This is an optimization exercise on Yosys and OpenROAD, whose aim is small area, a short achievable clock period and few clock cycles per item, not a production implementation.
Where RTL was checked, it was by simulation tests only, not by an equivalence proof against the original.
Power figures rest on the tool's default switching activity, not on a simulated workload.

Design core_issue_top, start of the top module:
module core_issue_top (
    input  logic                   clk,
    input  logic                   rst,
    input  logic                   instr_valid,
    input  logic [31:0]            instr_word,
    input  logic                   flush,
    output logic                   stall,
    output logic                   wb_valid,
    output logic [5-1:0] wb_rd,
    output logic [32-1:0]       wb_data
);
For scale: about 1500 flip-flops, ~75 I/O pins, about 85000 sq um of cells after synthesis.
make LEC_CHECK=0 ABC_CLOCK_PERIOD_IN_PS=2500 CAP_MARGIN=20 CORE_MARGIN=2 CORE_UTILIZATION=40 SETUP_SLACK_MARGIN=4.0 SLEW_MARGIN=20 finish   # period 7.0 ns
run.sh (not shown) runs the stock make flow with config.mk's settings and CLKGATE_MAP_FILE= SYNTH_SCRIPT=/design/flow/synth_recipe.tcl, a recipe that flattens the netlist after the stock synthesis.
The first run produced a layout that fails on capacitance limit, slew limit.
Testbench counts at the start, summed over its fixed seeds: cycles 18,202, instrs 16,000.
Then changed:
ABC_CLOCK_PERIOD_IN_PS = 3000   (was 2500)
SETUP_SLACK_MARGIN = 3.0   (was 4.0)
After rerunning: The changed run finished clean; design area is lower by roughly a tenth; sequential share of layout area is higher by 4.2 points; core utilization drops by 5.0 points; area after synthesis does not change; worst setup slack gets better by 27 ps.
Then changed:
ABC_AREA = 1   (was unset)
ABC_CLOCK_PERIOD_IN_PS = unset   (was 3000)
The changed run completed with no timing, DRC or antenna violations; wire length goes up by 22%; maximum frequency decreases by 3.0%; final cell count rises by about 30%; setup slack loses 130 ps.

* * *

main:
Another version of the RTL of core_issue_top (not shown whole).
Size: about 6500 cells after synthesis.
==> flow/design.v (excerpt) <==
module core_issue_top (
    input  logic                   clk,
    input  logic                   rst,
    input  logic                   instr_valid,
    input  logic [31:0]            instr_word,
    input  logic                   flush,
    output logic                   stall,
    output logic                   wb_valid,
    output logic [5-1:0] wb_rd,
    output logic [32-1:0]       wb_data
);
Settings: LEC_CHECK=0, ABC_CLOCK_PERIOD_IN_PS=3000, CAP_MARGIN=20, CORE_MARGIN=2, CORE_UTILIZATION=65, PLACE_DENSITY=0.75, SETUP_SLACK_MARGIN=3.0, SLEW_MARGIN=20; clock period 7.0 ns.
Complete run, failing final checks: main, reason capacitance limit, slew limit.
Inputs modified between main and the feature branch:
--- a/flow/config.mk
+++ b/flow/config.mk
@@ -10,4 +10,3 @@
 export CORE_MARGIN = 2
-export CORE_UTILIZATION = 65
-export PLACE_DENSITY = 0.75
+export CORE_UTILIZATION = 40
 export SETUP_SLACK_MARGIN = 3.0
==> comparison <==
The feature branch: PASS, flow complete, no timing, DRC or antenna violations
Re peak per-stage delay on the critical path: the feature branch is 0.04 ns down on main.
From main to the feature branch the numbers moved as follows: first-pass GRT wire length moved down, combinational fraction of design power moved up, number of clock-tree buffers in the layout moved up, number of nets in the layout moved up.
Summary of the feature branch over main: post-route core utilization lower; power -about 1.1%; number of filler instances in the final layout has increased.
Between main and the feature branch, the final cycle utilization of the critical path is lower for the feature branch.
Diff main -> the feature branch | global routing met2 resource utilization | decrease of 26 points
u_execute.s2_r2[24] as the startpoint of the worst setup timing path was reported by the feature branch, and u_execute.s2_r2[4] by main.
No run of this note included a check of the RTL's function; only the layout flow was run.

* * *

Another version of the RTL of core_issue_top (not shown whole).
Size in the first run: about 6600 cells after synthesis, roughly 1500 flip-flops, ~75 I/O pins, about 0.086 mm² of cells after synthesis.
Design core_issue_top, start of the top module:
module core_issue_top (
    input  logic                   clk,
    input  logic                   rst,
    input  logic                   instr_valid,
    input  logic [31:0]            instr_word,
    input  logic                   flush,
    output logic                   stall,
    output logic                   wb_valid,
    output logic [5-1:0] wb_rd,
    output logic [32-1:0]       wb_data
);
    logic                   dec_ok;
    core_pkg::dec_t         dec;
    logic                   head_valid;
    core_pkg::dec_t         head;
    logic                   fire;
    logic                   ex_alu, ex_mul, ex_div;
    logic [5-1:0] ex_rd;
    logic [2:0]             ex_funct3;
    logic                   ex_sub;
    logic [32-1:0]       ex_a, ex_b;
    logic [32-1:0]       mul_a, mul_b;
    logic [32-1:0]       alu_res;
    logic                   s2_valid;
    logic [5-1:0] s2_rd;
    logic [32-1:0]       s2_res;
    logic                   div_busy;
    logic [5-1:0] div_rd;
    logic                   div_resv;
    logic                   div_wr;
    logic [32-1:0]       div_res;
    logic                   rf_we;
    logic [5-1:0] rf_waddr;
    logic [32-1:0]       rf_wdata;
    instr_decoder u_decoder (
        .instr_word (instr_word),
        .dec_ok     (dec_ok),
        .dec        (dec)
    );
    instr_queue u_queue (
        .clk        (clk),
        .rst        (rst),
        .flush      (flush),
        .push       (instr_valid && !flush && dec_ok),
        .wr_data    (dec),
        .pop        (fire),
        .head_valid (head_valid),
        .head       (head),
        .stall      (stall)
    );
    instruction_issue u_issue (
        .clk        (clk),
        .rst        (rst),
        .head_valid (head_valid),
        .head       (head),
        .fire       (fire),
        .ex_alu     (ex_alu),
        .ex_mul     (ex_mul),
        .ex_div     (ex_div),
        .ex_rd      (ex_rd),
        .ex_funct3  (ex_funct3),
        .ex_sub     (ex_sub),
        .ex_a       (ex_a),
        .ex_b       (ex_b),
        .mul_a      (mul_a),
        .mul_b      (mul_b),
        .alu_res    (alu_res),
        .s2_valid   (s2_valid),
        .s2_rd      (s2_rd),
        .s2_res     (s2_res),
        .div_busy   (div_busy),
        .div_rd     (div_rd),
        .div_resv   (div_resv),
        .div_wr     (div_wr),
  ...
clock: 7.0 ns
lec_check: 0
abc_clock_period_in_ps: 3200
cap_margin: 20
core_margin: 2
core_utilization: 40
setup_slack_margin: 2.8
slew_margin: 20
==> next run, changes <==
--- a/flow/config.mk
+++ b/flow/config.mk
@@ -7,3 +7,3 @@
 export LEC_CHECK = 0
-export ABC_CLOCK_PERIOD_IN_PS = 3200
+export ABC_CLOCK_PERIOD_IN_PS = 3000
 export CAP_MARGIN = 20
@@ -11,3 +11,3 @@
 export CORE_UTILIZATION = 40
-export SETUP_SLACK_MARGIN = 2.8
+export SETUP_SLACK_MARGIN = 3.0
 export SLEW_MARGIN = 20
The changed run produced a clean layout; critical path depth went up by 1; setup slack improves by 0.18 ns; wire length goes up by 3.1%; total power increases by 0.49%; clock skew climbs by 0.0096 ns; clock power went down by about 0.8%.
No functional check of the RTL was part of any run of this note.

-- re-timing with driven ports --
In the flow no input, the clock included, has a driving cell. The finished layouts below were timed again as built, in two steps. Step 1 (the two cells are an assumption about what drives the block):
set clk [get_ports {clk}]
set_driving_cell -lib_cell sky130_fd_sc_hd__clkbuf_16 $clk
set_driving_cell -lib_cell sky130_fd_sc_hd__buf_2 [delete_from_list [all_inputs] $clk]
Step 2 adds t to the input delays and takes it off the output delays; t is the mean of the earliest and latest rising clock arrival at the registers after step 1. Input paths then give back, and output paths get back, about the clock's delay inside the block. Slacks: no drivers / after step 1 / after step 2; pairs: no drivers / after step 1.
| run | t (ns) | setup WS [ns] | worst setup path at the end | worst data-port slew with drivers (ns) |
|---|---|---|---|---|
| the first run of note 1 | 0.899 | 2.884 / 2.884 / 2.884 | register to register | 0.05 |
| the second run of note 1 | 0.896 | 2.910 / 2.910 / 2.910 | register to register | 0.05 |
| the third run of note 1 | 0.913 | 2.785 / 2.785 / 2.785 | register to register | 0.04 |
| main | 0.881 | 2.816 / 2.816 / 2.638 | input to register | 0.04 |
| the feature branch | 0.903 | 2.896 / 2.896 / 2.753 | input to register | 0.04 |
| the first run of note 3 | 0.928 | 2.677 / 2.592 / 2.761 | register to register | 0.06 |
| the second run of note 3 | 0.923 | 2.854 / 2.760 / 2.865 | register to register | 0.08 |
The setup slack of main, which loses most, moves by 0.000 ns with the drivers and by -0.178 ns with both steps.
